From an optimization exercise on the open Yosys and OpenROAD flow, aimed at a short achievable clock period and few clock cycles; shortcuts taken in it are not production practice. Function was checked by simulation only, so behaviour that the tests miss may differ from the original. Power and IR drop assume default switching activity.

// DCacheTop
module DCacheTop (
    input  logic clk,
    input  logic rst,
    input  logic reqValid,
    input  logic [1:0] reqOp,
    input  logic [((7 + 3) + 2)-1:0] reqAddr,
    input  logic [32-1:0] reqData,
    output logic busy,
    output logic respDone,
    output logic [32-1:0] respData,
    output logic [(7 + 3)-1:0] memAddr,
    output logic memReadEnable,
    output logic memWriteEnable,
    output logic [((1 << 2) * 32)-1:0] memWriteValue,
    input  logic memReadDone,
    input  logic memWriteDone,
    input  logic [((1 << 2) * 32)-1:0] memReadValue
);
Size: ~4,100 cells after synthesis, roughly 1,400 flip-flops, about 350 I/O pins, about 65,000 sq um of cells after synthesis.
clock: 5.5 ns
lec_check: 0
cap_margin: 50
core_margin: 2
core_utilization: 40
cts_cluster_diameter: 100
cts_cluster_size: 24
setup_slack_margin: 2.7
slew_margin: 75
synth_hierarchical: 1
tns_end_percent: 5
standard.sh (not shown) runs the stock make flow with config.mk's settings and CLKGATE_MAP_FILE= SYNTH_SCRIPT=/design/flow/synth_recipe.tcl, a recipe that flattens the netlist after the stock synthesis.
==> flow/flow/run.sh <==
#!/bin/bash
# The standard layout (standard.sh), except that the port buffers that
# buffer_ports inserts are sky130 buf_4 cells rather than the delay-cell
# buffers it picks on its own; repair may still resize them.
# The whole make output goes to standard_flow.log, ORFS's per-step logs stay
# under orfs/logs.
set -euo pipefail
bash standard.sh "BUFFER_PORTS_ARGS=-buffer_cell sky130_fd_sc_hd__buf_4" finish > standard_flow.log 2>&1
The first run produced a clean layout.
Testbench counts at the start, summed over its fixed seeds: cycles 24,267.
Edit:
- CORE_UTILIZATION: 40 -> 55
- PLACE_DENSITY: not set -> 0.72
Flip-flop and latch count is unchanged.
Clock skew went down by 0.017 ns.
Combinational power went down by a few percent.
Design area went down slightly.
Fmax went up by a few percent.
Via count went up by a few percent.
Synthesized area stays the same.
Worst hold slack is worse by 0.0037 ns.

========
yarrow:
Starting RTL as in the previous note.
==> flow/config.mk <==
export PLATFORM = sky130hd
export DESIGN_NAME = DCacheTop
export DESIGN_NICKNAME = DCacheTop
export VERILOG_FILES = /design/flow/design.v
export SDC_FILE = /design/flow/constraint.sdc
export NUM_CORES = 4
export LEC_CHECK = 0
export CAP_MARGIN = 30
export CORE_MARGIN = 2
export CORE_UTILIZATION = 40
export CTS_CLUSTER_DIAMETER = 100
export CTS_CLUSTER_SIZE = 24
export PLACE_DENSITY = 0.72
export SETUP_SLACK_MARGIN = 2.7
export SLEW_MARGIN = 50
export SYNTH_HIERARCHICAL = 1
export TNS_END_PERCENT = 5
==> flow/constraint.sdc <==
create_clock -name core_clock -period 5.5 [get_ports {clk}]
set_input_delay 1.1000 -clock core_clock [delete_from_list [all_inputs] [get_ports {clk}]]
set_output_delay 1.1000 -clock core_clock [all_outputs]
set_load 0.01 [all_outputs]
Scripts as last shown in full above: flow/flow/run.sh
yarrow | status: complete | timing, DRC, antenna: pass
Testbench counts of yarrow, summed over its fixed seeds: cycles 24,267.
Relative to yarrow, the following input files were edited for tundra:
- swapping 50 for 60 in SLEW_MARGIN
- swapping 30 for 40 in CAP_MARGIN
## What came out
Comparing tundra and yarrow, the higher total wire length was measured on yarrow. Taking yarrow as the reference point, the timing-limited maximum frequency of tundra rises by about 0.8%. Delta (tundra minus yarrow): final cell count without fillers picked up an extra about 0.55%; sequential cell area in the final layout neither gained nor lost much. Diff tundra..yarrow | count of cell types in the netlist | unchanged. Compared with yarrow, tundra shows post-route worst setup slack higher by 0.026 ns. For fraction of power spent switching nets, yarrow and tundra come out practically identical. tundra against yarrow: arrival time of the worst setup path moved up; power consumed by the clock network level; combinational share of power level.
#### Input delta (onyx over tundra)
- CAP_MARGIN: 40 -> 50
- SLEW_MARGIN: 60 -> 75
- TNS_END_PERCENT: 5 -> 100
[summary]
- Via count ends up lower on tundra.
- Growth of design area from synthesis to finish | onyx above tundra
- Compared with tundra, onyx shows a maximum VDD drop that is about 16% lower.
- onyx vs. tundra: cell area went up by 3900 sq um.
- Leakage component of the power (onyx / tundra): 1.09
- onyx against tundra: number of sequential cells in the layout now sits at about the same level; setup slack now sits lower; number of CTS-inserted buffers now sits lower; clock network fraction of design power now sits lower.
- Combined buffer and inverter count along the critical path in onyx is 3 higher than in tundra
[inputs] fjord vs onyx
- changing TNS_END_PERCENT from 100 to 5
==> run summary <==
- fjord closes out successfully: all stages finished, all timing, DRC and antenna checks passed.
- onyx: all stages complete, timing, DRC and antenna checks passed
- | slew of the pin with the lowest slew margin | higher: onyx |
- Between onyx and fjord, largest incremental delay on the critical path increased.
- First-iteration DRC count grows slightly when moving from onyx to fjord.
- Diff onyx -> fjord: share of power burned in combinational logic went down 0.7 points, via count of the first global-routing pass went up about 0.9%, final cell count without fillers went down 68.
- Final core utilization is lower on fjord
- | via count | fjord vs onyx | 182 lower |
- [compare] base=onyx new=fjord: non-clock buffer count dropped 54; power dropped 0.74%.
- Required arrival time at the worst endpoint is higher on onyx

[re-timing with driven ports]
The results above use ideal ports. As a check the final layouts listed here were re-extracted and re-timed, cells and wires unchanged. Step 1 sets driving cells, clkbuf_16 on the clock port and buf_2 on the other inputs (assumed; they add their load-dependent delay and slew). Step 2 also shifts input and output timing later by t, the mid clock arrival at the registers, as if the neighbouring blocks saw the same clock. a / b / c = no drivers / after step 1 / after step 2; a / b = the first two.
run | t, ns | setup slack, ns | worst setup path at the end | clock arrival spread, ns | worst slew at a driven data input, ns
the first run of note 1 | 0.795 | 2.126 / 2.145 / 1.350 | input to register | 0.055 / 0.055 | 0.20
the second run of note 1 | 0.786 | 2.327 / 2.244 / 1.592 | input to register | 0.039 / 0.039 | 0.16
yarrow | 0.790 | 2.371 / 2.287 / 1.640 | input to register | 0.062 / 0.061 | 0.23
tundra | 0.780 | 2.397 / 2.318 / 1.631 | input to register | 0.064 / 0.065 | 0.19
onyx | 0.803 | 2.245 / 2.191 / 1.452 | input to register | 0.036 / 0.036 | 0.23
fjord | 0.803 | 2.381 / 2.313 / 1.613 | input to register | 0.041 / 0.041 | 0.19
After both steps setup and hold are still met in every run listed. For onyx, which loses most, drivers alone change the setup slack by -0.054 ns; drivers and shift together by -0.793 ns.
